Background: an optimization exercise with open tools, aiming at small area and a short achievable clock period. Do not read the settings as production practice. Function was checked by simulation only, so behaviour that the tests miss may differ from the original. No driver is modelled on the clock port, so clocking that relies on it looks cheaper here than on a real chip. Power is estimated from default activity; no workload was simulated.

$ cat config.mk
export PLATFORM = sky130hd
export DESIGN_NAME = xbar_alloc_top
export DESIGN_NICKNAME = xbar_alloc_top
export VERILOG_FILES = /design/flow/design.v
export SDC_FILE = /design/flow/constraint.sdc
export NUM_CORES = 4
export LEC_CHECK = 0
export CAP_MARGIN = 20
export CORE_MARGIN = 2
export CORE_UTILIZATION = 60
export PLACE_DENSITY = 0.75
export SLEW_MARGIN = 20
$ cat constraint.sdc
create_clock -name core_clock -period 11.5 [get_ports {clk}]
set_input_delay 2.3000 -clock core_clock [delete_from_list [all_inputs] [get_ports {clk}]]
set_output_delay 2.3000 -clock core_clock [all_outputs]
set_load 0.01 [all_outputs]
$ cat design.v
module xbar_alloc_top (
   input  logic         clk,
   input  logic         rst,
   input  logic [24:0]  req,
   input  logic [4:0]   req_tail,
   input  logic [4:0]   out_ready,
   output logic [24:0]  select,
   output logic [4:0]   grant
);
   lag_xbar_allocator #(.np(5), .max_links_num(1)) u_alloc (
      .clk       (clk),
      .rst       (rst),
      .req       (req),
      .req_tail  (req_tail),
      .out_ready (out_ready),
      .select    (select),
      .grant     (grant)
   );
endmodule

module lag_xbar_allocator #(
   parameter int np            = 5,
   parameter int max_links_num = 2,
   localparam int N            = np * max_links_num,
   localparam int W            = (N > 1) ? $clog2(N) : 1
) (
   input  logic                  clk,
   input  logic                  rst,
   input  logic [N-1:0][N-1:0]   req,
   input  logic [N-1:0]          req_tail,
   input  logic [N-1:0]          out_ready,
   output logic [N-1:0][N-1:0]   select,
   output logic [N-1:0]          grant
);
   logic [N-1:0][W-1:0] pos;
   logic [N-1:0]        lock;
   logic [N-1:0][W-1:0] pos_nxt;
   logic [N-1:0]        lock_nxt;
   function automatic logic [W-1:0] care_mask(input int i);
      logic [W-1:0] m;
      logic         ok;
      m = '1;
      for (int b = W - 1; b >= 0; b--) begin
         ok = 1'b1;
         for (int v = 0; v < N; v++)
            if (v != i && ((W'(v) ^ W'(i)) & m & ~(W'(1) << b)) == '0) ok = 1'b0;
         if (ok) m[b] = 1'b0;
      end
      care_mask = m;
   endfunction
   always_comb begin
      logic [N-1:0] c;      
      logic [N-1:0] pd;     
      logic [N-1:0] m;      
      logic [N-1:0] hi;     
      logic         nhb, ncb, anyhi;
      logic         free;
      select = '0;
      for (int o = 0; o < N; o++) begin
         for (int i = 0; i < N; i++) begin
            c[i]  = req[i][o];
            pd[i] = ((pos[o] ^ W'(i)) & care_mask(i)) == '0;
         end
         m[0] = pd[0];
         for (int i = 1; i < N; i++) m[i] = m[i-1] | pd[i];
         hi = c & m;
         anyhi = |hi;
         free = !lock[o];
         nhb = 1'b1;
         ncb = 1'b1;
         for (int i = 0; i < N; i++) begin
            select[o][i] = out_ready[o] && !rst && c[i] &&
                           (pd[i] || (free && (m[i] ? nhb : (!anyhi && ncb))));
            nhb = nhb & !hi[i];
            ncb = ncb & !c[i];
         end
      end
   end
   always_comb begin
      grant = '0;
      for (int o = 0; o < N; o++) begin
         grant = grant | select[o];
      end
   end
   always_comb begin
      logic any;
      for (int o = 0; o < N; o++) begin
         any         = |select[o];
         pos_nxt[o]  = any ? '0 : pos[o];
         lock_nxt[o] = 1'b0;
         for (int i = 0; i < N; i++) begin
            if (select[o][i]) pos_nxt[o] = pos_nxt[o] | (req_tail[i] ? W'((i + 1) % N) : W'(i));
            lock_nxt[o] = lock_nxt[o] | (select[o][i] & !req_tail[i]);
         end
         if (!any) lock_nxt[o] = lock[o];
      end
   end
   always_ff @(posedge clk or posedge rst) begin
      if (rst) begin
         pos  <= '0;
         lock <= '0;
      end else begin
         pos  <= pos_nxt;
         lock <= lock_nxt;
      end
   end
endmodule
$ cat flow/run.sh
#!/bin/bash
# The standard layout with two changes:
#  - synthesis maps logic with flow/abc_area.script (synth_recipe.tcl plus flow/abc_hook.tcl)
#  - the port buffers are the smallest plain buffer instead of the delay buffer
#    buffer_ports picks by default
#  - clock tree: small buffers, one sink cluster, no dummy load cells
set -euo pipefail
export BUFFER_PORTS_ARGS="-buffer_cell sky130_fd_sc_hd__buf_1"
export CTS_ARGS="-sink_clustering_enable -repair_clock_nets -dont_use_dummy_load -buf_list sky130_fd_sc_hd__clkbuf_8 -root_buf sky130_fd_sc_hd__clkbuf_8 -tree_buf sky130_fd_sc_hd__clkbuf_8 -sink_clustering_size 30 -sink_clustering_max_diameter 100"
export MY_ABC_SCRIPT=$PWD/flow/abc_area.script
{ head -n 1 synth_recipe.tcl; cat flow/abc_hook.tcl; tail -n +2 synth_recipe.tcl; } > my_synth.tcl
sed "s#SYNTH_SCRIPT=[^ ]*#SYNTH_SCRIPT=$PWD/my_synth.tcl#" standard.sh > my_standard.sh
grep -q "SYNTH_SCRIPT=$PWD/my_synth.tcl" my_standard.sh
bash my_standard.sh > standard.log 2>&1
$ cat flow/abc_area.script
strash
dch -f
map -a
mfs2
strash
dch -f
map -a
topo
buffer -c
upsize -c
dnsize -c
$ cat flow/abc_hook.tcl
# Map with flow/abc_area.script (area-oriented) in place of ORFS's speed script; the rest
# of the synthesis, registers included, is the standard synthesis unchanged.
proc abc {args} {
  set i [lsearch -exact $args -script]
  if { $i >= 0 } { lset args [expr {$i + 1}] $::env(MY_ABC_SCRIPT) }
  yosys abc {*}$args
}
$ cat standard.sh
#!/bin/bash
# synth_recipe.tcl (not shown) runs the flow's synth.tcl, then flattens the netlist and writes it again
# the make line also repeats each setting of config.mk as NAME=value (left out here)
make -C /OpenROAD-flow-scripts/flow DESIGN_CONFIG=/design/flow/config.mk WORK_HOME=/design/flow/orfs CLKGATE_MAP_FILE= SYNTH_SCRIPT=/design/flow/synth_recipe.tcl "${@:-finish}"
==> impl_results.md, run 1 <==
* Final core utilization at 0.7361
* Via count of the first global-routing pass at ~2100
* Vias at roughly 2400
* # rows at 20
* Share of the synthesized area in the top cell type at 0.2618
* Routed wire length per instance at approximately 14 um
* Maximum clock insertion buffer count at 2
* CTS Hold Bufs at 0
* CP Launch Type: input port
* Global route overflow at 0
* Comb pwr share at 0.619
* Post-Syn Area at 0.001912 mm2
* Register area at approximately 500 um2
* Measured slew at the worst slew-check pin at about 0.90 ns
* Switching part of the total power at 0.5080
* Reg-to-reg endpoint: u_alloc.pos[14]
* Gpl congestion at around 0.97
* Distinct cells, synth at 29
* Sink Count at 20
* WL final at between 5 and 6 mm
* Clk latency of the worst-skew pair at between 0.2 and 0.3 ns
* Clock transition at the registers of the reported paths at approximately 0.060 ns
* Dpl hpwl at about 4.6 mm
* Initial Util at 0.6262
* Critical Path End: grant[0]
* Clock Skew at roughly 0.013 ns
* Number of DRC markers in iteration 0 at roughly 260
* Drt via density at around 5.9
* Slowest stage delay, CP at about 0.65 ns
* Worst Setup End Kind: primary output
* IO Count at 67
* Dpl cell area at 0.002206 mm2
* Final count of hold timing violations at 0
* Area leader, netlist: dfrtp_1
* First-pass GRT wire length at about 9.2 mm
* Slew Limit Fails at 0
* LEAKAGE at roughly 1.1 nW
* Worst Path Required at roughly 9.2 ns
* RSZ-0062 raised after global routing: no
* Layout area overhead at 17.54%
* Initial antenna violation count at 0
* # H-tree levels at 1
* CP Max Fanout at 25
* Worst Hold Path Cells at 2
* Met1 usage at 0.4864
* VDD IR max at approximately 0.11 mV
* Worst-case reg-to-reg path depth at 10
* Slowest CP cell: inv_1
* Die Span X at 60.45 um
* Clock share of power at 0.092
* IO buf count at 66
* Dominant delay contributor by cell family on the critical path: simple AND/OR/NAND/NOR gates
* Final Cycle Share at 0.5726
* Status: complete, no violations
* Total Die Area at 0.003654 mm2
* Switching power total at between 0.0002 and 0.00025 W
* CTS Buf Count at 3
* Number of synthesized register bits at 20
* Met2 Resource Use GR at 0.5155
* Setup TNS at 0 ns
* CP arrival at around 4.3 ns
* Flop pwr share at 0.289
* Clock root cell: clkbuf_8
* Hold Crit Class: reg -> reg
* Worst path cell trace: buf_1, inv_1, nand2_1, nor3_1, nor3_1, nand3_1, buf_1
* Sequential fraction of the synthesis area at 0.2618
* Pre-Repair DR Iteration Count at 6
* Drt drc at 0
* Commonest cells after routing, fill and taps aside: inv_1 (66), buf_1 (66), nand3_1 (44)
* Worst Path Buf+Inv at 3
* Share of layout cells above drive strength 1 at 0.04313
* Dominant synthesized flop cell: dfrtp_1
* ANT nets after route at 0
* NumNets Final at between 400 and 500
* Worst Setup Path Type: in -> out
* Post-CTS sizing at 0
* Core area at slightly above 0.003 mm2
* Synthesis warning total at 1
* Slew HR at 0.3981
* Met3 Use GR at 0.02132
* Multi-input logic area at roughly 0.0011 mm2
* WP depth at 7
* CTS tree: done
* EDFF count, synth at 0
* Final min period at 6.585 ns
* Pint at 0.0002362 W
* Setup-failing EPs final at 0
* Largest cells by area after synthesis: dfrtp_1 (26%), inv_1 (13%), nand3_1 (12%)
* Gr busiest metal: met2
* Layout fillers at between 200 and 300
* Gr usage total at 0.3259
* Syn_nets at between 300 and 400
* Worst Setup SP: rst
* Ant diodes at 0
* Syn Area/Cell at ~6.3 um2
* R2R Path Start: u_alloc.pos[13]
* Maxcap violations at 0
* R2R Setup Slk at roughly 9.0 ns
* DIE HEIGHT at between 60 and 70 um
* Fin area at around 0.0022 mm2
* Pwr dens at 213.7 mW/mm2
* Largest net degree at the start of global routing at 26
* Fmax at roughly 150 MHz
* Ys async rst share at 1.000
* Post-CTS Setup Inserts at 0
* Synth Instances at a little over 300
worst min-delay path, stage by stage (launching register included):
cell and delay [ns]:
dfrtp_1 0.34, a21oi_1 0.07, nand3_1 0.06
area by class of cell:
| cell class | count | area share |
|---|---|---|
| clock buffer | 3 | 0.01837 |
| timing repair buffer | 66 | 0.1102 |
| multi-input combinational | 210 | 0.5039 |
| sequential | 20 | 0.2227 |
| tap | 44 | 0.02450 |
| inverter | 72 | 0.1203 |
worst min path at each step:
stage	from	endpoint	slack [ns]
3_5_place_dp	u_alloc.lock[0]	u_alloc.lock[0]	0.49
2_1_floorplan	u_alloc.lock[0]	u_alloc.lock[0]	0.47
6_report	u_alloc.lock[0]	u_alloc.lock[0]	0.50
4_1_cts	u_alloc.lock[0]	u_alloc.lock[0]	0.50
5_1_grt	u_alloc.lock[0]	u_alloc.lock[0]	0.54
3_3_place_gp	u_alloc.lock[0]	u_alloc.lock[0]	0.49
synth_stat cells, drive strengths merged, types with 2 or more instances:
cell / instances
o221ai: 4
a211oi: 3
a221o: 2
nand2: 34
a31oi: 4
inv: 72
dfrtp: 20
nor4: 2
o2111ai: 2
o21ai: 28
nor2: 20
nand3: 45
o211ai: 4
a221oi: 6
a21oi: 22
o32ai: 3
o22ai: 10
nor3: 19
kinds of logic after synthesis:
kind of cell	share of synthesized area
buffers and inverters	0.1459
DFF	0.2618
and+or+nand+nor	0.2880
AOI/OAI and AO/OA	0.3043
per-stage QoR:
| step | hold WS (ns) | instances | worst slack (ns) | total power (W) |
|---|---|---|---|---|
| detailed placement | 0.4862 | 412 | 4.958 | 0.0004307 |
| global placement | 0.4921 | 412 | 5.031 | 0.0004266 |
| global route | 0.5444 | 415 | 4.675 | 0.0005294 |
| finish | 0.5010 | 415 | 4.915 | 0.0004801 |
| floorplan | 0.4668 | 304 | 5.424 | 0.0003593 |
| CTS | 0.5000 | 415 | 4.938 | 0.0004741 |
metal layers:
layer	up-vias	wire (um)
met3	12	589
met4	0	76
met2	160	2553
li1	1212	-
met1	1060	2446
met5	-	0
flip-flops by register name, summed over array words and instances (netlist names):
name and flops:
u_alloc.lock 5, u_alloc.pos 15
power by group through the flow:
stage	clock (W)	combinational [W]	sequential (W)
3_5_place_dp	0	0.000292	0.000139
6_report	0.0000444	0.000297	0.000139
5_1_grt	0.0000475	0.000340	0.000142
3_3_place_gp	0	0.000289	0.000137
2_1_floorplan	0	0.000231	0.000128
4_1_cts	0.0000445	0.000292	0.000137
==> run 2, diff against run 1 <==
==> flow/abc_area.script (replaced) <==
strash
dch -f
map -a
mfs2
strash
dch -f
map -a
topo
upsize -c -D 1000
dnsize -c -D 1000
--- a/config.mk
+++ b/config.mk
@@ -7,6 +7,5 @@
 export LEC_CHECK = 0
 export CAP_MARGIN = 20
 export CORE_MARGIN = 2
-export CORE_UTILIZATION = 60
-export PLACE_DENSITY = 0.75
+export CORE_UTILIZATION = 30
 export SLEW_MARGIN = 20
==> impl_results.md, run 2 <==
* IO buf count at 66 (unchanged)
* Initial Util at 0.3150 (was 0.6262)
* Worst Setup SP: rst (unchanged)
* Largest family of logic cells by synthesized area: compound AO/OA/AOI/OAI gates (unchanged)
* Reg-to-reg endpoint: u_alloc.pos[14] (unchanged)
* Sequential fraction of the synthesis area at 0.2637 (was 0.2618)
* Final core utilization at 0.3785 (was 0.7361)
* Post-CTS sizing at 0 (unchanged)
* Final min period at 6.795 ns (was 6.585 ns)
* Vias at 2445 (was 2444)
* Clock Skew at 0.006758 ns (was 0.01263 ns)
* Slowest CP cell: clkinv_1 (was inv_1)
* Final count of hold timing violations at 0 (unchanged)
* Core area at 0.006026 mm2 (was 0.003053 mm2)
* Drt drc at 0 (unchanged)
* Synth Instances at 302 (was 304)
* Synth Area in Simple Gates at 0.2874 (was 0.2880)
* Layout area overhead at 20.17% (was 17.54%)
* Syn_nets at 339 (was 341)
* Post-Syn Area at 0.001898 mm2 (was 0.001912 mm2)
* Setup-failing EPs final at 0 (unchanged)
* Distinct cells, synth at 27 (was 29)
* Synthesis warning total at 1 (unchanged)
* Post-CTS Setup Inserts at 0 (unchanged)
* Most used cell, CP: clkinv_1
* R2R Setup Slk at 9.04 ns (was 9.02 ns)
* Share of layout cells above drive strength 1 at 0.07817 (was 0.04313)
* EDFF count, synth at 0 (unchanged)
* CTS tree: done (unchanged)
* Top flop regs: u_alloc.pos (15), u_alloc.lock (5) (unchanged)
* CP Max Fanout at 25 (unchanged)
* NumNets Final at 410 (unchanged)
* Sink Count at 20 (unchanged)
* Syn Area/Cell at 6.285 um2 (was 6.289 um2)
* Drt via density at 5.482 (was 5.889)
* Largest register FFs at 15 (unchanged)
* Pwr dens at 216.3 mW/mm2 (was 213.7 mW/mm2)
* Pre-Repair DR Iteration Count at 5 (was 6)
* Hold Crit Class: reg -> reg (unchanged)
* Dpl hpwl at 5.123 mm (was 4.606 mm)
* Measured slew at the worst slew-check pin at 0.9032 ns (was 0.9018 ns)
* Post-synthesis mux area share at 0 (unchanged)
* Synth Area in Adders at 0 (unchanged)
* Number of DRC markers in iteration 0 at 212 (was 259)
* Worst Setup End Kind: primary output (unchanged)
* Gpl congestion at 0.9198 (was 0.9717)
* Most common library cells after synthesis: clkinv_1 (49), nand3_1 (45), nand2_1 (34), o21ai_0 (21) (was inv_1 (66), nand3_1 (44), nand2_1 (34))
* Total Die Area at 0.006979 mm2 (was 0.003654 mm2)
* Fmax at 147.2 MHz (was 151.9 MHz)
* DIE HEIGHT at 83.54 um (was 60.45 um)
* Clk latency of the worst-skew pair at 0.26 ns (was 0.25 ns)
* Maxcap violations at 0 (unchanged)
* Number of synthesized register bits at 20 (unchanged)
* Share of the synthesized area in the top cell type at 0.2637 (was 0.2618)
* Tot Pwr at 0.0004933 W (was 0.0004801 W)
* Final Cycle Share at 0.5909 (was 0.5726)
* Compound-Gate Fraction of Synth Area at 0.3065 (was 0.3043)
* Area leader, netlist: dfrtp_1 (unchanged)
* RSZ-0062 raised after global routing: no (unchanged)
* Status: complete, no violations (unchanged)
* Worst-case reg-to-reg path depth at 10 (unchanged)
* Largest cells by area after synthesis: dfrtp_1 (26%), nand3_1 (12%), clkinv_1 (9.7%) (was dfrtp_1 (26%), inv_1 (13%), nand3_1 (12%))
* Worst Setup Path Type: in -> out (unchanged)
* LEAKAGE at 0.9113 nW (was 1.143 nW)
* Layout fillers at 690 (was 284)
* Slew Limit Fails at 0 (unchanged)
* Global route overflow at 0 (unchanged)
* Routed wire length per instance at 14.21 um (was 13.65 um)
* Worst path cell trace: buf_1, clkinv_1, nand2_1, clkinv_1, nand3_1, clkinv_1, nor3_1, nand3_1, buf_1 (was buf_1, inv_1, nand2_1, nor3_1, nor3_1, nand3_1, buf_1)
* R2R Path Start: u_alloc.pos[13] (unchanged)
* Clock root cell: clkbuf_8 (unchanged)
* # rows at 28 (was 20)
* Via count of the first global-routing pass at 2234 (was 2086)
* # H-tree levels at 1 (unchanged)
* Worst Path Required at 9.20 ns (about the same)
* Ys async rst share at 1.000 (unchanged)
* Biggest register: u_alloc.pos (unchanged)
* CP Launch Type: input port (unchanged)
* Initial antenna violation count at 0 (unchanged)
* WL final at 6.338 mm (was 5.666 mm)
* Commonest non-fill, non-tap cell in the layout: buf_1
* First-pass GRT wire length at 10.18 mm (was 9.156 mm)
* ANT nets after route at 0 (unchanged)
* CTS Hold Bufs at 0 (unchanged)
* Critical Path End: grant[3] (was grant[0])
* Gr usage total at 0.1730 (was 0.3259)
* IO Count at 67 (unchanged)
* Ant diodes at 0 (unchanged)
* XOR/XNOR share of the synthesized area at 0 (unchanged)
* Top-count cell post-synth: clkinv_1 (was inv_1)
* Maximum clock insertion buffer count at 2 (unchanged)
* CP arrival at 4.50 ns (was 4.28 ns)
* Die Span X at 83.54 um (was 60.45 um)
* VDD IR max at 0.09121 mV (was 0.1077 mV)
* Commonest cells after routing, fill and taps aside: buf_1 (66), clkinv_1 (49), nand3_1 (45) (was inv_1 (66), buf_1 (66), nand3_1 (44))
* Clock transition at the registers of the reported paths at 0.08 ns (was 0.06 ns)
* Dominant synthesized flop cell: dfrtp_1 (unchanged)
* Largest net degree at the start of global routing at 26 (unchanged)
* CTS Buf Count at 3 (unchanged)
* Slew HR at 0.3941 (was 0.3981)
* Setup TNS at 0 ns (unchanged)
* Slowest stage delay, CP at 0.69 ns (was 0.65 ns)
[run 2: area by class of cell]
type                       instances  area, um2  area share
multi-input combinational        210       1127      0.4942
inverter                          72      270.3      0.1185
clock buffer                       3      41.29     0.01810
timing repair buffer              66      247.7      0.1086
tap                               75      93.84     0.04114
sequential                        20      500.5      0.2194
[run 2: cells by family (layout without fill, tap and decap cells)]
family,Yosys count,count (layout)
simple gates,120,120
flops,20,20
buf+inv,72,141
compound gates,90,90
[run 2: stage by stage]
| stage | worst slack [ns] | instances | area, um2 | hold slack, ns |
|---|---|---|---|---|
| after floorplan | 5.330 | 302 | 1898 | 0.4748 |
| after global placement | 4.701 | 443 | 2240 | 0.5006 |
| after detailed placement | 4.642 | 443 | 2240 | 0.5095 |
| after CTS | 4.630 | 446 | 2281 | 0.5274 |
| after global routing | 4.339 | 446 | 2281 | 0.5627 |
| final | 4.705 | 446 | 2281 | 0.5267 |
[run 2: worst min-delay path by stage]
stage / startpoint / end / slack (ns) / depth (start not counted)
floorplan: u_alloc.lock[0] / u_alloc.lock[0] / 0.47 / 2
global placement: u_alloc.lock[0] / u_alloc.lock[0] / 0.50 / 2
detailed placement: u_alloc.lock[0] / u_alloc.lock[0] / 0.51 / 2
CTS: u_alloc.lock[0] / u_alloc.lock[0] / 0.53 / 2
global route: u_alloc.lock[0] / u_alloc.lock[0] / 0.56 / 2
finish: u_alloc.lock[0] / u_alloc.lock[0] / 0.53 / 2
[run 2: power breakdown]
group	switching [W]	total, W	internal, W
Combinational	0.000195	0.000306	0.000111
Sequential	0.0000382	0.000142	0.000103
Clock	0.0000223	0.0000456	0.0000233
[run 2: per-layer routing]
layer  routed length (um)  track usage  vias up
li1                     -            -     1206
met1                 2945       0.2480     1094
met2                 2643       0.2727      137
met3                  691      0.03165        8
met4                   57      0.03372        0
met5                    0            0        -
[run 2: critical path, delay by kind of cell]
kind                   cells  cell delay (ns)
AND/OR/NAND/NOR            4             0.98
buffers and inverters      5             1.20
==> run 3, diff against run 2 <==
==> flow/abc_area.script (replaced) <==
strash
&get -n
&deepsyn -T 60
&put
dch -f
map -a
mfs2
strash
dch -f
map -a
topo
upsize -c -D 1000
dnsize -c -D 1000
==> impl_results.md, run 3 <==
* Measured slew at the worst slew-check pin at 0.5752 ns (was 0.9032 ns)
* Status: complete, no violations (unchanged)
* RSZ-0062 raised after global routing: no (unchanged)
* First-pass GRT wire length at 9.991 mm (was 10.18 mm)
* Worst Hold Launch: u_alloc.lock[3] (was u_alloc.lock[0])
* DIE HEIGHT at 83.07 um (was 83.54 um)
* Ys async rst share at 1.000 (unchanged)
* Dpl hpwl at 4.888 mm (was 5.123 mm)
* Drt drc at 0 (unchanged)
* Maxcap violations at 0 (unchanged)
* IO buf count at 66 (unchanged)
* Slew HR at 0.6136 (was 0.3941)
* Drt via density at 5.280 (was 5.482)
* CTS Hold Bufs at 0 (unchanged)
* Ant diodes at 0 (unchanged)
* Synthesis warning total at 1 (unchanged)
* NumNets Final at 399 (was 410)
* CTS tree: done (unchanged)
* Worst Path Required at 9.20 ns (about the same)
* CP arrival at 4.18 ns (was 4.50 ns)
* Clk latency of the worst-skew pair at 0.26 ns (about the same)
* Pwr dens at 196.0 mW/mm2 (was 216.3 mW/mm2)
* Worst Setup End Kind: primary output (unchanged)
* Commonest non-fill, non-tap cell in the layout: buf_1 (unchanged)
* Number of synthesized register bits at 20 (unchanged)
* Commonest cells after routing, fill and taps aside: buf_1 (66), nor2_1 (37), nand2_1 (33) (was buf_1 (66), clkinv_1 (49), nand3_1 (45))
* Routed wire length per instance at 13.75 um (was 14.21 um)
* Setup-failing EPs final at 0 (unchanged)
* # H-tree levels at 1 (unchanged)
* Maximum clock insertion buffer count at 2 (unchanged)
* CTS Buf Count at 3 (unchanged)
* Clock root cell: clkbuf_8 (unchanged)
* Gpl congestion at 0.9292 (was 0.9198)
* Clock Skew at 0.01189 ns (was 0.006758 ns)
* VDD IR max at 0.08530 mV (was 0.09121 mV)
* WL final at 5.983 mm (was 6.338 mm)
* LEAKAGE at 1.009 nW (was 0.9113 nW)
* Fmax at 154.3 MHz (was 147.2 MHz)
* Final min period at 6.479 ns (was 6.795 ns)
* Syn_nets at 328 (was 339)
* # rows at 28 (unchanged)
* Hold Path Sink: u_alloc.lock[3] (was u_alloc.lock[0])
* Largest net degree at the start of global routing at 26 (unchanged)
* Total Die Area at 0.006901 mm2 (was 0.006979 mm2)
* Pre-Repair DR Iteration Count at 4 (was 5)
* Final core utilization at 0.3770 (was 0.3785)
* Worst Setup Path Type: in -> out (unchanged)
* Biggest register: u_alloc.pos (unchanged)
* Sequential fraction of the synthesis area at 0.2668 (was 0.2637)
* Final Cycle Share at 0.5634 (was 0.5909)
* Vias at 2297 (was 2445)
* Worst-case reg-to-reg path depth at 16 (was 10)
* CP Launch Type: input port (unchanged)
* Clock transition at the registers of the reported paths at 0.08 ns (about the same)
* Dominant synthesized flop cell: dfrtp_1 (unchanged)
* Share of the synthesized area in the top cell type at 0.2668 (was 0.2637)
* Number of DRC markers in iteration 0 at 159 (was 212)
* Global route overflow at 0 (unchanged)
* R2R Setup Slk at 9.13 ns (was 9.04 ns)
* EDFF count, synth at 0 (unchanged)
* Distinct cells, synth at 33 (was 27)
* Synth Instances at 291 (was 302)
* CP Max Fanout at 6 (was 25)
* Initial Util at 0.3131 (was 0.3150)
* Sink Count at 20 (unchanged)
* Top flop regs: u_alloc.pos (15), u_alloc.lock (5) (unchanged)
* Top-count cell post-synth: nor2_1 (was clkinv_1)
* Area leader, netlist: dfrtp_1 (unchanged)
* Worst Hold Path Cells at 2 (unchanged)
* Gr usage total at 0.1707 (was 0.1730)
* Largest register FFs at 15 (unchanged)
* Syn Area/Cell at 6.445 um2 (was 6.285 um2)
* Post-Syn Area at 0.001876 mm2 (was 0.001898 mm2)
* Hold Crit Class: reg -> reg (unchanged)
* Layout area overhead at 20.41% (was 20.17%)
* Final count of hold timing violations at 0 (unchanged)
* Post-CTS sizing at 0 (unchanged)
* R2R Path Start: u_alloc.pos[3] (was u_alloc.pos[13])
* Share of layout cells above drive strength 1 at 0.1194 (was 0.07817)
* ANT nets after route at 0 (unchanged)
* Largest cells by area after synthesis: dfrtp_1 (27%), a21oi_1 (7.7%), nor2_1 (7.4%) (was dfrtp_1 (26%), nand3_1 (12%), clkinv_1 (9.7%))
* Post-CTS Setup Inserts at 0 (unchanged)
* Via count of the first global-routing pass at 2104 (was 2234)
* Initial antenna violation count at 0 (unchanged)
* Reg-to-reg endpoint: u_alloc.pos[3] (was u_alloc.pos[14])
* Core area at 0.005991 mm2 (was 0.006026 mm2)
* Most common library cells after synthesis: nor2_1 (37), nand2_1 (33), a21oi_1 (29), nand3_1 (27) (was clkinv_1 (49), nand3_1 (45), nand2_1 (34), o21ai_0 (21))
* IO Count at 67 (unchanged)
* Tot Pwr at 0.0004426 W (was 0.0004933 W)
* Setup TNS at 0 ns (unchanged)
* Slew Limit Fails at 0 (unchanged)
* Die Span X at 83.07 um (was 83.54 um)
[run 3: cell types whose count changed in the layout (fill, tap and decap cells not counted), sizes merged, moves of 3 or more]
cell / change
inv: +20
nor2: +21
o221ai: -4
clkinv: -25
a221oi: -3
a21oi: +8
o21ai: -13
nand3: -18
nand4: +6
a22oi: +5
o22ai: -7
[run 3: per-stage QoR]
stage	setup WS, ns	std cells	instance area [um2]	hold WS (ns)
after CTS	5.021	435	2258	0.5095
after global routing	4.761	435	2258	0.5410
after detailed placement	5.028	432	2217	0.4895
final	5.021	435	2258	0.5137
after floorplan	5.470	291	1876	0.4599
after global placement	5.127	432	2217	0.4853
[run 3: cell type report]
| cell class | count | area [um2] |
|---|---|---|
| fill | 693 | 3732 |
| multi-input combinational | 204 | 1124 |
| sequential | 20 | 500.5 |
| inverter | 67 | 251.5 |
| timing repair buffer | 66 | 247.7 |
| tap | 75 | 93.84 |
| clock buffer | 3 | 41.29 |
[run 3: cells by family after synthesis]
| family | synth area share |
|---|---|
| AOI/OAI and AO/OA | 0.2742 |
| buffers and inverters | 0.1341 |
| DFF | 0.2668 |
| and+or+nand+nor | 0.3249 |
[run 3: power by group]
group | switching (W) | total (W) | leakage, nW | internal [W]
sequential | 0.0000427 | 0.000145 | 0.254 | 0.000103
clock | 0.0000231 | 0.0000464 | 0.0216 | 0.0000234
combinational | 0.000156 | 0.000251 | 0.733 | 0.0000944
total | 0.000222 | 0.000443 | 1.01 | 0.000220
[run 3: worst max path at each step]
| stage | start | cells past startpoint | to | slack, ns |
|---|---|---|---|---|
| 3_5_place_dp | req[9] | 15 | grant[2] | 5.03 |
| 6_report | req[9] | 15 | grant[2] | 5.02 |
| 4_1_cts | req[9] | 15 | grant[2] | 5.02 |
| 3_3_place_gp | req[9] | 15 | grant[2] | 5.13 |
| 2_1_floorplan | req[9] | 13 | grant[2] | 5.47 |
| 5_1_grt | req[9] | 15 | grant[2] | 4.76 |
[run 3: critical path, stage by stage]
cell and delay (ns):
buf_1 0.12, o21ai_0 0.18, o2111ai_1 0.13, nand2_1 0.07, inv_1 0.04, nor2_1 0.11
inv_1 0.06, o21ai_2 0.14, a22oi_2 0.09, nor3_2 0.15, nor2_2 0.06, nor3_2 0.34
nor3_1 0.11, nand3_1 0.11, buf_1 0.16
[run 3: per-layer routing]
| metal | wire length (um) | up-vias | track usage | share of wire |
|---|---|---|---|---|
| met2 | 2781 | 79 | 0.2823 | 0.46 |
| met3 | 339 | 2 | 0.03082 | 0.057 |
| met5 | 0 | - | 0 | 0 |
| li1 | - | 1138 | - | - |
| met1 | 2848 | 1078 | 0.2359 | 0.48 |
| met4 | 13 | 0 | 0.02832 | 0.0022 |
==> run 4, diff against run 3 <==
==> flow/abc_area.script (replaced) <==
strash
dch -f
map -a
mfs2
strash
dch -f
map -a
topo
buffer -c
upsize -c
dnsize -c
==> impl_results.md, run 4 <==
* Dominant synthesized flop cell: dfrtp_1 (unchanged)
* Number of synthesized register bits at 20 (unchanged)
* Post-CTS Setup Inserts at 0 (unchanged)
* Total Die Area at 0.007027 mm2 (was 0.006901 mm2)
* RSZ-0062 raised after global routing: no (unchanged)
* Ys async rst share at 1.000 (unchanged)
* Slew HR at 0.5802 (was 0.6136)
* Largest cells by area after synthesis: dfrtp_1 (26%), inv_1 (13%), nand3_1 (12%) (was dfrtp_1 (27%), a21oi_1 (7.7%), nor2_1 (7.4%))
* Post-Syn Area at 0.001912 mm2 (was 0.001876 mm2)
* Clk latency of the worst-skew pair at 0.26 ns (about the same)
* Biggest register: u_alloc.pos (unchanged)
* Drt via density at 5.535 (was 5.280)
* CP Max Fanout at 6 (unchanged)
* R2R Setup Slk at 9.01 ns (was 9.13 ns)
* Worst Setup Path Type: in -> out (unchanged)
* R2R Path Start: u_alloc.pos[2] (was u_alloc.pos[3])
* Worst Setup End Kind: primary output (unchanged)
* EDFF count, synth at 0 (unchanged)
* Pwr dens at 211.2 mW/mm2 (was 196.0 mW/mm2)
* DP Worst Slack at 5.065 ns (was 5.028 ns)
* Syn_nets at 341 (was 328)
* Post-CTS sizing at 0 (unchanged)
* Layout fillers at 698 (was 693)
* Slowest stage delay, CP at 0.40 ns (was 0.34 ns)
* CTS tree: done (unchanged)
* Drt drc at 0 (unchanged)
* CP Launch Type: input port (unchanged)
* Clock Skew at 0.01436 ns (was 0.01189 ns)
* Gpl congestion at 0.9128 (was 0.9292)
* Routed wire length per instance at 14.07 um (was 13.75 um)
* Setup TNS at 0 ns (unchanged)
* Top flop regs: u_alloc.pos (15), u_alloc.lock (5) (unchanged)
* Switching power total at 0.0002482 W (was 0.0002221 W)
* Global route overflow at 0 (unchanged)
* Most common library cells after synthesis: inv_1 (66), nand3_1 (44), nand2_1 (34) (was nor2_1 (37), nand2_1 (33), a21oi_1 (29), nand3_1 (27))
* Pint at 0.0002366 W (was 0.0002205 W)
* IO Count at 67 (unchanged)
* Synthesis warning total at 1 (unchanged)
* Synth Instances at 304 (was 291)
* VDD IR max at 0.07572 mV (was 0.08530 mV)
* Switching part of the total power at 0.5120 (was 0.5018)
* Setup ws final at 5.008 ns (was 5.021 ns)
* CTS Hold Bufs at 0 (unchanged)
* Status: complete, no violations (unchanged)
* DIE HEIGHT at 83.83 um (was 83.07 um)
* Initial Util at 0.3063 (was 0.3131)
* Vias at 2485 (was 2297)
* Commonest cells after routing, fill and taps aside: inv_1 (66), buf_1 (66), nand3_1 (44) (was buf_1 (66), nor2_1 (37), nand2_1 (33))
* Clock transition at the registers of the reported paths at 0.06 ns (was 0.08 ns)
* IO buf count at 66 (unchanged)
* Maximum clock insertion buffer count at 2 (unchanged)
* Area leader, netlist: dfrtp_1 (unchanged)
* Pre-Repair DR Iteration Count at 4 (unchanged)
* CP arrival at 4.19 ns (was 4.18 ns)
* Ant diodes at 0 (unchanged)
* Fmax at 154.0 MHz (was 154.3 MHz)
* Top-count cell post-synth: inv_1 (was nor2_1)
* Gr usage total at 0.1733 (was 0.1707)
* Final min period at 6.492 ns (was 6.479 ns)
* Die Span X at 83.83 um (was 83.07 um)
* Maxcap violations at 0 (unchanged)
* ANT nets after route at 0 (unchanged)
* Worst Hold Launch: u_alloc.lock[0] (was u_alloc.lock[3])
* Distinct cells, synth at 29 (was 33)
* Layout area overhead at 20.09% (was 20.41%)
* Dpl hpwl at 5.163 mm (was 4.888 mm)
* # rows at 29 (was 28)
* Number of DRC markers in iteration 0 at 160 (was 159)
* Worst Hold Path Cells at 2 (unchanged)
* Share of the synthesized area in the top cell type at 0.2618 (was 0.2668)
* Initial antenna violation count at 0 (unchanged)
* Measured slew at the worst slew-check pin at 0.6248 ns (was 0.5752 ns)
* Sink Count at 20 (unchanged)
* Final Cycle Share at 0.5645 (was 0.5634)
* Slowest CP cell: a211oi_4 (was nor3_2)
* First-pass GRT wire length at 10.25 mm (was 9.991 mm)
* Largest net degree at the start of global routing at 26 (unchanged)
* Worst Path Required at 9.20 ns (about the same)
* Via count of the first global-routing pass at 2313 (was 2104)
* NumNets Final at 411 (was 399)
* Comb pwr share at 0.623 (was 0.567)
* Core area at 0.006241 mm2 (was 0.005991 mm2)
* Setup-failing EPs final at 0 (unchanged)
* Syn Area/Cell at 6.289 um2 (was 6.445 um2)
* Hold Crit Class: reg -> reg (unchanged)
* Flop pwr share at 0.284 (was 0.329)
* Worst path cell trace: buf_1, inv_1, nor3_1, a21oi_1, o21ai_1, a21oi_2, nand3_2, o21ai_1, nand3_1, a211oi_4, nor3_1, nand3_1, buf_1 (was buf_1, o21ai_0, o2111ai_1, nand2_1, inv_1, nor2_1, inv_1, o21ai_2, a22oi_2, nor3_2, nor2_2, nor3_2, nor3_1, nand3_1, buf_1)
* Final count of hold timing violations at 0 (unchanged)
* # H-tree levels at 1 (unchanged)
* Worst-case reg-to-reg path depth at 12 (was 16)
* Sequential fraction of the synthesis area at 0.2618 (was 0.2668)
* Share of layout cells above drive strength 1 at 0.04570 (was 0.1194)
* LEAKAGE at 1.148 nW (was 1.009 nW)
* Largest register FFs at 15 (unchanged)
* Slew Limit Fails at 0 (unchanged)
* CTS Buf Count at 3 (unchanged)
* WL final at 6.317 mm (was 5.983 mm)
* Worst Setup SP: req[0] (was req[9])
* Clock share of power at 0.093 (was 0.105)
* Clock root cell: clkbuf_8 (unchanged)
-- run 4: cell count changes after synthesis, moves of 6 or more --
cell	before	now
nand4_1	6	0
o22ai_1	2	10
inv_2	19	6
o21ai_0	3	19
a21oi_1	29	20
inv_1	24	66
nor3_2	8	2
nor2_1	37	20
nand3_1	27	44
clkinv_1	24	0
nor3_1	10	17
-- run 4: final timing paths --
kind,end
min in group asynchronous,u_alloc.pos[7]
max in group asynchronous,u_alloc.lock[0]
worst min-delay path,u_alloc.lock[0]
worst max register to register,u_alloc.pos[2]
worst max-delay path,grant[2]
worst min register to register,u_alloc.lock[0]
-- run 4: area by class of cell --
class	count	area (um2)	area share
Multi-Input combinational cell	210	1132	0.4932
Tap cell	77	96.34	0.04196
Timing Repair Buffer	67	255.2	0.1112
Inverter	72	270.3	0.1177
Clock buffer	3	41.29	0.01798
Sequential cell	20	500.5	0.2180
-- run 4: worst max-delay path, delay by kind of cell --
kind	cells	cell delay, ns
AO/OA/AOI/OAI	5	0.98
AND/OR/NAND/NOR	5	0.57
buffers and inverters	3	0.34
-- run 4: cell families (layout without fill, tap and decap cells) --
family	count (synthesis)	after routing	share of synthesized area
compound gates	90	90	0.3043
buf+inv	74	142	0.1459
flops	20	20	0.2618
simple gates	120	120	0.2880
-- run 4: layer usage --
metal,vias up,global-route usage,part of all wire
met1,1141,0.2275,0.46
li1,1214,-,-
met5,-,0,0
met3,16,0.03462,0.076
met2,114,0.2887,0.45
met4,0,0.04985,0.021
-- run 4: power groups by stage --
stage / Clock (W) / Combinational (W) / Sequential [W]
2_1_floorplan: 0 / 0.000231 / 0.000128
3_3_place_gp: 0 / 0.000295 / 0.000138
3_5_place_dp: 0 / 0.000297 / 0.000137
4_1_cts: 0.0000464 / 0.000298 / 0.000137
5_1_grt: 0.0000502 / 0.000342 / 0.000143
6_report: 0.0000450 / 0.000302 / 0.000138
-- run 4: through the flow --
step	utilization	power (W)	hold WS [ns]	cells	cell area (um2)
after floorplan	-	0.0003593	0.4668	304	1912
after global placement	0.3613	0.0004329	0.4859	446	2255
after detailed placement	0.3613	0.0004342	0.4990	446	2255
after CTS	0.3679	0.0004806	0.5137	449	2296
after global routing	0.3679	0.0005349	0.5656	449	2296
final	0.3679	0.0004848	0.5054	449	2296
==> run 5, diff against run 4 <==
--- a/flow/run.sh
+++ b/flow/run.sh
@@ -3,10 +3,13 @@
 #  - synthesis maps logic with flow/abc_area.script (synth_recipe.tcl plus flow/abc_hook.tcl)
 #  - the port buffers are the smallest plain buffer instead of the delay buffer
 #    buffer_ports picks by default
-#  - clock tree: small buffers, one sink cluster, no dummy load cells
+#  - clock tree: no dummy load cells
+#  - after CTS, gate upsizing toward a setup slack of flow/margin ns (flow/post_cts.tcl)
 set -euo pipefail
 export BUFFER_PORTS_ARGS="-buffer_cell sky130_fd_sc_hd__buf_1"
 export CTS_ARGS="-sink_clustering_enable -repair_clock_nets -dont_use_dummy_load -buf_list sky130_fd_sc_hd__clkbuf_8 -root_buf sky130_fd_sc_hd__clkbuf_8 -tree_buf sky130_fd_sc_hd__clkbuf_8 -sink_clustering_size 30 -sink_clustering_max_diameter 100"
+export FLOW_DIR_OWN=$PWD/flow
+export POST_CTS_TCL=$PWD/flow/post_cts.tcl
 export MY_ABC_SCRIPT=$PWD/flow/abc_area.script
 { head -n 1 synth_recipe.tcl; cat flow/abc_hook.tcl; tail -n +2 synth_recipe.tcl; } > my_synth.tcl
 sed "s#SYNTH_SCRIPT=[^ ]*#SYNTH_SCRIPT=$PWD/my_synth.tcl#" standard.sh > my_standard.sh
==> flow/margin (new file) <==
5.2
==> flow/post_cts.tcl (new file) <==
# After CTS: upsize gates on the slowest input-to-output paths until the setup slack
# reaches flow/margin ns (gate sizing only: no buffers, no restructuring), then
# legalize the placement again.
set margin [string trim [exec cat $::env(FLOW_DIR_OWN)/margin]]
estimate_parasitics -placement
repair_timing -setup -setup_margin $margin -sequence sizeup -skip_last_gasp -verbose
detailed_placement
check_placement -verbose
==> impl_results.md, run 5 <==
* Status: complete, no violations (unchanged)
* NumNets Final at 411 (unchanged)
* Number of synthesized register bits at 20 (unchanged)
* Top-count cell post-synth: inv_1 (unchanged)
* Distinct cells, synth at 29 (unchanged)
* Measured slew at the worst slew-check pin at 0.5951 ns (was 0.6248 ns)
* Final count of hold timing violations at 0 (unchanged)
* Routed wire length per instance at 14.27 um (was 14.07 um)
* Largest cells by area after synthesis: dfrtp_1 (26%), inv_1 (13%), nand3_1 (12%) (unchanged)
* Dpl hpwl at 5.163 mm (unchanged)
* IO buf count at 66 (unchanged)
* CP Launch Type: input port (unchanged)
* Setup-failing EPs final at 0 (unchanged)
* CTS tree: done (unchanged)
* ANT nets after route at 0 (unchanged)
* RSZ-0062 raised after global routing: no (unchanged)
* CP arrival at 4.05 ns (was 4.19 ns)
* Synthesis warning total at 1 (unchanged)
* Layout area overhead at 21.33% (was 20.09%)
* Clock Skew at 0.01540 ns (was 0.01436 ns)
* Fmax at 157.6 MHz (was 154.0 MHz)
* Share of layout cells above drive strength 1 at 0.06720 (was 0.04570)
* Final min period at 6.345 ns (was 6.492 ns)
* First-pass GRT wire length at 10.38 mm (was 10.25 mm)
* Worst Hold Path Cells at 2 (unchanged)
* Worst-case reg-to-reg path depth at 12 (unchanged)
* Share of the synthesized area in the top cell type at 0.2618 (unchanged)
* Fin area at 0.002320 mm2 (was 0.002296 mm2)
* Total Die Area at 0.007027 mm2 (unchanged)
* Layout fillers at 697 (was 698)
* EDFF count, synth at 0 (unchanged)
* Setup TNS at 0 ns (unchanged)
* Dominant synthesized flop cell: dfrtp_1 (unchanged)
* Biggest register: u_alloc.pos (unchanged)
* Synth Instances at 304 (unchanged)
* Slew HR at 0.6002 (was 0.5802)
* Slew Limit Fails at 0 (unchanged)
* Gpl congestion at 0.9128 (unchanged)
* Multi-input logic area at 0.001155 mm2 (was 0.001132 mm2)
* Ys async rst share at 1.000 (unchanged)
* Worst Path Required at 9.20 ns (about the same)
* Final Cycle Share at 0.5518 (was 0.5645)
* Hold_ws at 0.5102 ns (was 0.5054 ns)
* Initial antenna violation count at 0 (unchanged)
* WL final at 6.408 mm (was 6.317 mm)
* Drt drc at 0 (unchanged)
* Post-Syn Area at 0.001912 mm2 (unchanged)
* Dpl cell area at 0.002255 mm2 (unchanged)
* Die Span X at 83.83 um (unchanged)
* Clock transition at the registers of the reported paths at 0.06 ns (about the same)
* Syn Area/Cell at 6.289 um2 (unchanged)
* Most common library cells after synthesis: inv_1 (66), nand3_1 (44), nand2_1 (34) (unchanged)
* Hold Crit Class: reg -> reg (unchanged)
* Drt via density at 5.459 (was 5.535)
* Initial Util at 0.3063 (unchanged)
* CP Max Fanout at 6 (unchanged)
* # rows at 29 (unchanged)
* Sink Count at 20 (unchanged)
* VDD IR max at 0.07571 mV (was 0.07572 mV)
* LEAKAGE at 1.154 nW (was 1.148 nW)
* IO Count at 67 (unchanged)
* Largest register FFs at 15 (unchanged)
* Worst Setup End Kind: primary output (unchanged)
* Gr usage total at 0.1755 (was 0.1733)
* Pwr dens at 211.8 mW/mm2 (was 211.2 mW/mm2)
* Maxcap violations at 0 (unchanged)
* Number of DRC markers in iteration 0 at 138 (was 160)
* Vias at 2451 (was 2485)
* Syn_nets at 341 (unchanged)
* Core area at 0.006241 mm2 (unchanged)
* Top flop regs: u_alloc.pos (15), u_alloc.lock (5) (unchanged)
* Commonest cells after routing, fill and taps aside: buf_1 (65), inv_1 (64), nand3_1 (43) (was inv_1 (66), buf_1 (66), nand3_1 (44))
* Global route overflow at 0 (unchanged)
* Pre-Repair DR Iteration Count at 4 (unchanged)
* Ant diodes at 0 (unchanged)
* Largest net degree at the start of global routing at 26 (unchanged)
* Area leader, netlist: dfrtp_1 (unchanged)
* Worst Setup Path Type: in -> out (unchanged)
* Sequential fraction of the synthesis area at 0.2618 (unchanged)
* Register area at 500.5 um2 (unchanged)
* Commonest non-fill, non-tap cell in the layout: buf_1
* Via count of the first global-routing pass at 2340 (was 2313)
* DIE HEIGHT at 83.83 um (unchanged)
* Clk latency of the worst-skew pair at 0.26 ns (about the same)
-- run 5: cell counts after synthesis --
Identical to the previous run, type by type.
-- run 5: layout make-up --
class,count,area share
inverter,72,0.1165
timing repair buffer,67,0.1106
clock buffer,3,0.01780
multi-input combinational,210,0.4978
sequential,20,0.2158
tap,77,0.04153
-- run 5: worst paths after layout --
path / from / endpoint / slack (ns)
max: req[0] / grant[2] / 5.15
min reg2reg: u_alloc.lock[0] / u_alloc.lock[0] / 0.51
min in group asynchronous: rst / u_alloc.pos[6] / 2.04
max in group asynchronous: rst / u_alloc.lock[0] / 9.19
min: u_alloc.lock[0] / u_alloc.lock[0] / 0.51
max reg2reg: u_alloc.pos[2] / u_alloc.pos[2] / 8.93
-- run 5: kinds of logic after synthesis --
kind of cell,synth area share
AO/OA/AOI/OAI,0.3043
buffers and inverters,0.1459
flip-flops,0.2618
AND/OR/NAND/NOR,0.2880
-- run 5: per-stage QoR --
step / std cells / worst slack, ns / power, W / utilization
floorplan: 304 / 5.424 / 0.0003593 / -
global placement: 446 / 5.159 / 0.0004329 / 0.3613
detailed placement: 446 / 5.065 / 0.0004342 / 0.3613
global route: 449 / 4.933 / 0.0005421 / 0.3717
finish: 449 / 5.155 / 0.0004912 / 0.3717
-- run 5: metal layers --
| layer | up-vias | wire length (um) | track usage |
|---|---|---|---|
| met5 | - | 0 | 0 |
| met4 | 0 | 115 | 0.05279 |
| met3 | 12 | 507 | 0.03462 |
| met2 | 106 | 2903 | 0.2938 |
| met1 | 1120 | 2881 | 0.2287 |
| li1 | 1213 | - | - |
-- run 5: critical path, stage by stage --
cell and delay (ns):
buf_1 0.08, inv_2 0.08, nor3_2 0.06, a21oi_2 0.14, o21ai_1 0.09, a21oi_2 0.18
nand3_2 0.11, o21ai_2 0.15, nand3_2 0.12, a211oi_4 0.40, nor3_2 0.10, nand3_1 0.10
buf_2 0.14
-- run 5: power by group --
part           switching (W)  total (W)  internal [W]
logic               0.000196   0.000308      0.000112
clock network      0.0000219  0.0000452     0.0000233
registers          0.0000346   0.000138      0.000103
==> run 6, diff against run 5 <==
--- a/flow/run.sh
+++ b/flow/run.sh
@@ -1,5 +1,5 @@
 #!/bin/bash
-# The standard layout with two changes:
+# The standard layout with these changes:
 #  - synthesis maps logic with flow/abc_area.script (synth_recipe.tcl plus flow/abc_hook.tcl)
 #  - the port buffers are the smallest plain buffer instead of the delay buffer
 #    buffer_ports picks by default
==> flow/abc_area.script (replaced) <==
strash
&get -n
&deepsyn -T 60
&put
dch -f
map -a
mfs2
strash
dch -f
map -a
topo
upsize -c -D 1000
dnsize -c -D 1000
==> flow/margin (replaced) <==
5.3
==> impl_results.md, run 6 <==
* Layout area overhead at 23.75% (was 21.33%)
* DP Worst Slack at 5.028 ns (was 5.065 ns)
* VDD IR max at 0.08529 mV (was 0.07571 mV)
* Most common library cells after synthesis: nor2_1 (37), nand2_1 (33), a21oi_1 (29), nand3_1 (27) (was inv_1 (66), nand3_1 (44), nand2_1 (34))
* Distinct cells, synth at 33 (was 29)
* Flop pwr share at 0.323 (was 0.281)
* Synthesis warning total at 1 (unchanged)
* Top-count cell post-synth: nor2_1 (was inv_1)
* Largest net degree at the start of global routing at 26 (unchanged)
* Via count of the first global-routing pass at 2142 (was 2340)
* # rows at 28 (was 29)
* IO Count at 67 (unchanged)
* Pint at 0.0002258 W (was 0.0002391 W)
* CP Launch Type: input port (unchanged)
* Syn_nets at 328 (was 341)
* Drt drc at 0 (unchanged)
* WL final at 6.109 mm (was 6.408 mm)
* Commonest non-fill, non-tap cell in the layout: buf_1 (unchanged)
* Comb pwr share at 0.575 (was 0.627)
* Final min period at 6.318 ns (was 6.345 ns)
* Initial Util at 0.3131 (was 0.3063)
* ANT nets after route at 0 (unchanged)
* Worst Path Required at 9.20 ns (about the same)
* Slew Limit Fails at 0 (unchanged)
* EDFF count, synth at 0 (unchanged)
* Setup-failing EPs final at 0 (unchanged)
* Clock Skew at 0.01209 ns (was 0.01540 ns)
* Routed wire length per instance at 14.04 um (was 14.27 um)
* Dpl hpwl at 4.888 mm (was 5.163 mm)
* Setup TNS at 0 ns (unchanged)
* Hold Crit Class: reg -> reg (unchanged)
* NumNets Final at 399 (was 411)
* Total Die Area at 0.006901 mm2 (was 0.007027 mm2)
* Layout fillers at 694 (was 697)
* Commonest cells after routing, fill and taps aside: buf_1 (61), nor2_1 (37), nand2_1 (33) (was buf_1 (65), inv_1 (64), nand3_1 (43))
* LEAKAGE at 1.045 nW (was 1.154 nW)
* Share of the synthesized area in the top cell type at 0.2668 (was 0.2618)
* Gpl congestion at 0.9292 (was 0.9128)
* Biggest register: u_alloc.pos (unchanged)
* Core area at 0.005991 mm2 (was 0.006241 mm2)
* Maxcap violations at 0 (unchanged)
* Worst Setup Path Type: in -> out (unchanged)
* Clock transition at the registers of the reported paths at 0.08 ns (was 0.06 ns)
* IO buf count at 66 (unchanged)
* DIE HEIGHT at 83.07 um (was 83.83 um)
* Top flop regs: u_alloc.pos (15), u_alloc.lock (5) (unchanged)
* Switching part of the total power at 0.5011 (was 0.5132)
* Clock share of power at 0.102 (was 0.092)
* Gr usage total at 0.1746 (was 0.1755)
* Ys async rst share at 1.000 (unchanged)
* Fmax at 158.3 MHz (was 157.6 MHz)
* Area leader, netlist: dfrtp_1 (unchanged)
* Number of synthesized register bits at 20 (unchanged)
* CP Max Fanout at 5 (was 6)
* Pwr dens at 195.1 mW/mm2 (was 211.8 mW/mm2)
* Number of DRC markers in iteration 0 at 150 (was 138)
* Sink Count at 20 (unchanged)
* Worst Setup End Kind: primary output (unchanged)
* Ant diodes at 0 (unchanged)
* Global route overflow at 0 (unchanged)
* Final count of hold timing violations at 0 (unchanged)
* Pre-Repair DR Iteration Count at 4 (unchanged)
* Switching power total at 0.0002269 W (was 0.0002521 W)
* Setup ws final at 5.182 ns (was 5.155 ns)
* Status: complete, no violations (unchanged)
* Drt via density at 5.285 (was 5.459)
* Largest cells by area after synthesis: dfrtp_1 (27%), a21oi_1 (7.7%), nor2_1 (7.4%) (was dfrtp_1 (26%), inv_1 (13%), nand3_1 (12%))
* Synth Instances at 291 (was 304)
* Final Cycle Share at 0.5494 (was 0.5518)
* Measured slew at the worst slew-check pin at 0.5582 ns (was 0.5951 ns)
* CTS tree: done (unchanged)
* Largest register FFs at 15 (unchanged)
* Post-Syn Area at 0.001876 mm2 (was 0.001912 mm2)
* RSZ-0062 raised after global routing: no (unchanged)
* First-pass GRT wire length at 10.21 mm (was 10.38 mm)
* Syn Area/Cell at 6.445 um2 (was 6.289 um2)
* Vias at 2299 (was 2451)
* Initial antenna violation count at 0 (unchanged)
* Sequential fraction of the synthesis area at 0.2668 (was 0.2618)
* Die Span X at 83.07 um (was 83.83 um)
* CP arrival at 4.02 ns (was 4.05 ns)
* Share of layout cells above drive strength 1 at 0.1472 (was 0.06720)
* Slew HR at 0.6250 (was 0.6002)
* Dominant synthesized flop cell: dfrtp_1 (unchanged)
* Tot Pwr at 0.0004527 W (was 0.0004912 W)
* Clk latency of the worst-skew pair at 0.26 ns (about the same)
[run 6: cell types whose count changed after synthesis, moves of 9 or more]
| cell | before | now |
|---|---|---|
| o21ai_0 | 19 | 3 |
| nand3_1 | 44 | 27 |
| clkinv_1 | 0 | 24 |
| a21oi_1 | 20 | 29 |
| inv_2 | 6 | 19 |
| nor2_1 | 20 | 37 |
| inv_1 | 66 | 24 |
[run 6: critical path: stages]
cell and delay, ns:
buf_1 0.12, inv_1 0.08, o21bai_1 0.13, a21oi_1 0.10, nand2_1 0.10, nor2_1 0.06, inv_2 0.06, nor3_1 0.05
a31oi_1 0.18, o21ai_1 0.09, nand3_1 0.11, inv_2 0.08, nor3_1 0.27, nand3_2 0.13, buf_6 0.15
[run 6: routing by layer]
layer,part of all wire,vias up,global-route usage
met1,0.46,1089,0.2397
li1,-,1134,-
met5,0,-,0
met2,0.47,74,0.2918
met4,0.0021,0,0.02832
met3,0.061,2,0.03082
[run 6: power by group through the flow]
| stage | Combinational, W | Sequential, W | Clock (W) |
|---|---|---|---|
| 2_1_floorplan | 0.000195 | 0.000133 | 0 |
| 3_3_place_gp | 0.000247 | 0.000146 | 0 |
| 3_5_place_dp | 0.000249 | 0.000145 | 0 |
| 5_1_grt | 0.000292 | 0.000152 | 0.0000502 |
| 6_report | 0.000260 | 0.000146 | 0.0000461 |
[run 6: per-stage QoR]
step	std cells	cell area, um2	hold WS [ns]	utilization
detailed placement	432	2217	0.4895	0.3701
floorplan	291	1876	0.4599	-
global placement	432	2217	0.4853	0.3701
finish	435	2321	0.5135	0.3874
global route	435	2321	0.5410	0.3874
[run 6: cell type report]
cell class / instances / area (um2) / share of cell area
multi-input combinational: 204 / 1149 / 0.4949
sequential: 20 / 500.5 / 0.2156
timing repair buffer: 66 / 282.8 / 0.1218
inverter: 67 / 254.0 / 0.1094
tap: 75 / 93.84 / 0.04043
clock buffer: 3 / 41.29 / 0.01779
[run 6: cells by family after synthesis]
logic type	Yosys count	synth area share
buf+inv	67	0.1341
flops	20	0.2668
simple gates	127	0.3249
compound gates	77	0.2742
[run 6: final timing paths]
check                           startpoint         endpoint  slack, ns  cells after the start
setup / recovery                    req[0]         grant[2]       5.18                     15
hold / removal             u_alloc.lock[3]  u_alloc.lock[3]       0.51                      2
setup reg to reg           u_alloc.pos[12]  u_alloc.pos[14]       9.05                     17
hold reg to reg            u_alloc.lock[3]  u_alloc.lock[3]       0.51                      2
max in group asynchronous              rst   u_alloc.pos[7]       9.25                      2
min in group asynchronous              rst   u_alloc.pos[3]       1.99                      2
==> run 7, diff against run 6 <==
==> flow/margin (replaced) <==
5.2
==> impl_results.md, run 7 <==
* Pre-Repair DR Iteration Count at 5 (was 4)
* R2R Path Start: u_alloc.pos[13] (was u_alloc.pos[12])
* Commonest cells after routing, fill and taps aside: buf_1 (62), nor2_1 (37), nand2_1 (33) (was buf_1 (61), nor2_1 (37), nand2_1 (33))
* Slew HR at 0.6178 (was 0.6250)
* IO buf count at 66 (unchanged)
* Worst path cell trace: clkbuf_2, o21ai_1, o2111ai_1, nand2_1, inv_1, nor2_1, inv_1, o21ai_2, a22oi_2, nor3_2, nor2_2, inv_1, o21ai_1, o211ai_2, nand3_1, buf_2 (was buf_1, inv_1, o21bai_1, a21oi_1, nand2_1, nor2_1, inv_2, nor3_1, a31oi_1, o21ai_1, nand3_1, inv_2, nor3_1, nand3_2, buf_6)
* Final Cycle Share at 0.5506 (was 0.5494)
* Largest family of logic cells by synthesized area: simple AND/OR/NAND/NOR gates (unchanged)
* Hold Crit Class: reg -> reg (unchanged)
* Biggest register: u_alloc.pos (unchanged)
* DIE HEIGHT at 83.07 um (unchanged)
* Layout area overhead at 21.48% (was 23.75%)
* Gpl congestion at 0.9292 (unchanged)
* Synth Area in Simple Gates at 0.3249 (unchanged)
* Top-count cell post-synth: nor2_1 (unchanged)
* VDD IR max at 0.08560 mV (was 0.08529 mV)
* Worst Setup SP: req[9] (was req[0])
* Clock Skew at 0.01242 ns (was 0.01209 ns)
* Fin cells at 435 (unchanged)
* Syn_nets at 328 (unchanged)
* RSZ-0062 raised after global routing: no (unchanged)
* IO Count at 67 (unchanged)
* Core area at 0.005991 mm2 (unchanged)
* ANT nets after route at 0 (unchanged)
* Slew Limit Fails at 0 (unchanged)
* Dpl hpwl at 4.888 mm (unchanged)
* Initial Util at 0.3131 (unchanged)
* CP Launch Type: input port (unchanged)
* Via count of the first global-routing pass at 2114 (was 2142)
* Post-synthesis mux area share at 0 (unchanged)
* Commonest non-fill, non-tap cell in the layout: buf_1 (unchanged)
* Die Span X at 83.07 um (unchanged)
* Vias at 2308 (was 2299)
* Reg-to-reg endpoint: u_alloc.pos[14] (unchanged)
* CTS tree: done (unchanged)
* Routed wire length per instance at 13.89 um (was 14.04 um)
* R2R Setup Slk at 9.10 ns (was 9.05 ns)
* Dominant synthesized flop cell: dfrtp_1 (unchanged)
* Worst Hold Path Cells at 2 (unchanged)
* XOR/XNOR share of the synthesized area at 0 (unchanged)
* Clk latency of the worst-skew pair at 0.26 ns (about the same)
* CP arrival at 4.03 ns (was 4.02 ns)
* Cell count after placement at 432 (unchanged)
* Area leader, netlist: dfrtp_1 (unchanged)
* Synthesis warning total at 1 (unchanged)
* Number of DRC markers in iteration 0 at 135 (was 150)
* Drt via density at 5.306 (was 5.285)
* Ys async rst share at 1.000 (unchanged)
* Total Die Area at 0.006901 mm2 (unchanged)
* EDFF count, synth at 0 (unchanged)
* Slowest CP cell: o21ai_1 (was nor3_1)
* Worst-case reg-to-reg path depth at 17 (unchanged)
* Final core utilization at 0.3803 (was 0.3874)
* Synth Area in Adders at 0 (unchanged)
* Most used cell, CP: inv_1
* Worst Setup Path Type: in -> out (unchanged)
* Fmax at 157.9 MHz (was 158.3 MHz)
* Post-Syn Area at 0.001876 mm2 (unchanged)
* Compound-Gate Fraction of Synth Area at 0.2742 (unchanged)
* LEAKAGE at 1.032 nW (was 1.045 nW)
* Status: complete, no violations (unchanged)
* Global route overflow at 0 (unchanged)
* Synth Instances at 291 (unchanged)
* Worst Setup End Kind: primary output (unchanged)
* Top flop regs: u_alloc.pos (15), u_alloc.lock (5) (unchanged)
* Setup-failing EPs final at 0 (unchanged)
* CP Max Fanout at 4 (was 5)
* First-pass GRT wire length at 10.08 mm (was 10.21 mm)
* Initial antenna violation count at 0 (unchanged)
* Syn Area/Cell at 6.445 um2 (unchanged)
* Distinct cells, synth at 33 (unchanged)
* Slowest stage delay, CP at 0.17 ns (was 0.27 ns)
* NumNets Final at 399 (unchanged)
* Critical Path End: grant[3] (was grant[2])
* Most common library cells after synthesis: nor2_1 (37), nand2_1 (33), a21oi_1 (29), nand3_1 (27) (unchanged)
* Ant diodes at 0 (unchanged)
* Drt drc at 0 (unchanged)
* Number of synthesized register bits at 20 (unchanged)
* Pwr dens at 196.3 mW/mm2 (was 195.1 mW/mm2)
* Share of the synthesized area in the top cell type at 0.2668 (unchanged)
* Sink Count at 20 (unchanged)
* Setup TNS at 0 ns (unchanged)
* WL final at 6.043 mm (was 6.109 mm)
* # rows at 28 (unchanged)
* Sequential fraction of the synthesis area at 0.2668 (unchanged)
* Largest net degree at the start of global routing at 26 (unchanged)
* Largest cells by area after synthesis: dfrtp_1 (27%), a21oi_1 (7.7%), nor2_1 (7.4%) (unchanged)
* Maxcap violations at 0 (unchanged)
* Clock transition at the registers of the reported paths at 0.08 ns (about the same)
* Measured slew at the worst slew-check pin at 0.5689 ns (was 0.5582 ns)
* Final count of hold timing violations at 0 (unchanged)
* Final min period at 6.331 ns (was 6.318 ns)
* Gr usage total at 0.1724 (was 0.1746)
* Worst Path Required at 9.20 ns (about the same)
* Share of layout cells above drive strength 1 at 0.1361 (was 0.1472)
* Largest register FFs at 15 (unchanged)
[run 7: cell counts after synthesis]
No cell type changed its count.
[run 7: logic make-up after synthesis]
logic type             after synthesis
and+or+nand+nor                    127
AOI/OAI and AO/OA                   77
buffers and inverters               67
DFF                                 20
[run 7: metal layers]
layer  global-route usage  up-vias  part of all wire
met5                    0        -                 0
met4              0.02832        0            0.0022
met3              0.03082        2             0.066
met2               0.2845       87              0.46
met1               0.2391     1085              0.47
li1                     -     1134                 -
[run 7: worst min path at each step]
stage	startpoint	end	slack, ns
global placement	u_alloc.lock[3]	u_alloc.lock[3]	0.49
finish	u_alloc.lock[3]	u_alloc.lock[3]	0.51
detailed placement	u_alloc.lock[3]	u_alloc.lock[3]	0.49
floorplan	u_alloc.lock[3]	u_alloc.lock[3]	0.46
global route	u_alloc.lock[3]	u_alloc.lock[3]	0.54
[run 7: final cells by class]
| class | instances | area [um2] |
|---|---|---|
| Fill cell | 694 | 3712 |
| Multi-Input combinational cell | 204 | 1139 |
| Sequential cell | 20 | 500.5 |
| Timing Repair Buffer | 66 | 252.7 |
| Inverter | 67 | 251.5 |
| Tap cell | 75 | 93.84 |
| Clock buffer | 3 | 41.29 |
[run 7: worst max-delay path: cells and delay by family]
| kind | cells | cell delay [ns] |
|---|---|---|
| AOI/OAI and AO/OA | 6 | 0.73 |
| and+or+nand+nor | 5 | 0.55 |
| buffers and inverters | 5 | 0.46 |
[run 7: power breakdown]
group	internal [W]	total [W]	switching (W)
clock network	0.0000234	0.0000465	0.0000231
logic	0.0000962	0.000255	0.000159
registers	0.000103	0.000146	0.0000431
total	0.000222	0.000447	0.000225
[run 7: metrics by stage]
| step | area, um2 | power (W) | hold slack, ns | setup WS, ns |
|---|---|---|---|---|
| floorplan | 1876 | 0.0003277 | 0.4599 | 5.470 |
| global placement | 2217 | 0.0003933 | 0.4853 | 5.127 |
| detailed placement | 2217 | 0.0003942 | 0.4895 | 5.028 |
| global route | 2278 | 0.0004880 | 0.5410 | 4.964 |
| finish | 2278 | 0.0004474 | 0.5114 | 5.169 |

-- what the ideal ports hide --
In the flow no input, the clock included, has a driving cell. The finished layouts below were timed again as built, in two steps. Step 1 sets driving cells, clkbuf_16 on the clock port and buf_2 on the other inputs (assumed; they add their load-dependent delay and slew). Step 2 adds t to the input delays and takes it off the output delays; t is the mean of the earliest and latest rising clock arrival at the registers after step 1. Input paths then give back, and output paths get back, about the clock's delay inside the block. Three values: no drivers, after step 1, after step 2; two values: the first two.
run	shift t [ns]	slack for setup (ns)	worst slew at a driven data input, ns
run 1	0.273	4.915 / 4.896 / 4.896	0.04
run 2	0.279	4.705 / 4.683 / 4.683	0.03
run 3	0.282	5.021 / 5.001 / 5.001	0.03
run 4	0.274	5.008 / 4.984 / 4.984	0.03
run 5	0.273	5.155 / 5.131 / 5.131	0.03
run 6	0.280	5.182 / 5.145 / 5.145	0.05
run 7	0.281	5.169 / 5.148 / 5.148	0.03
After both steps setup and hold are still met in every run listed. The setup slack of run 6, which loses most, moves by -0.037 ns with the drivers and by -0.037 ns with both steps.
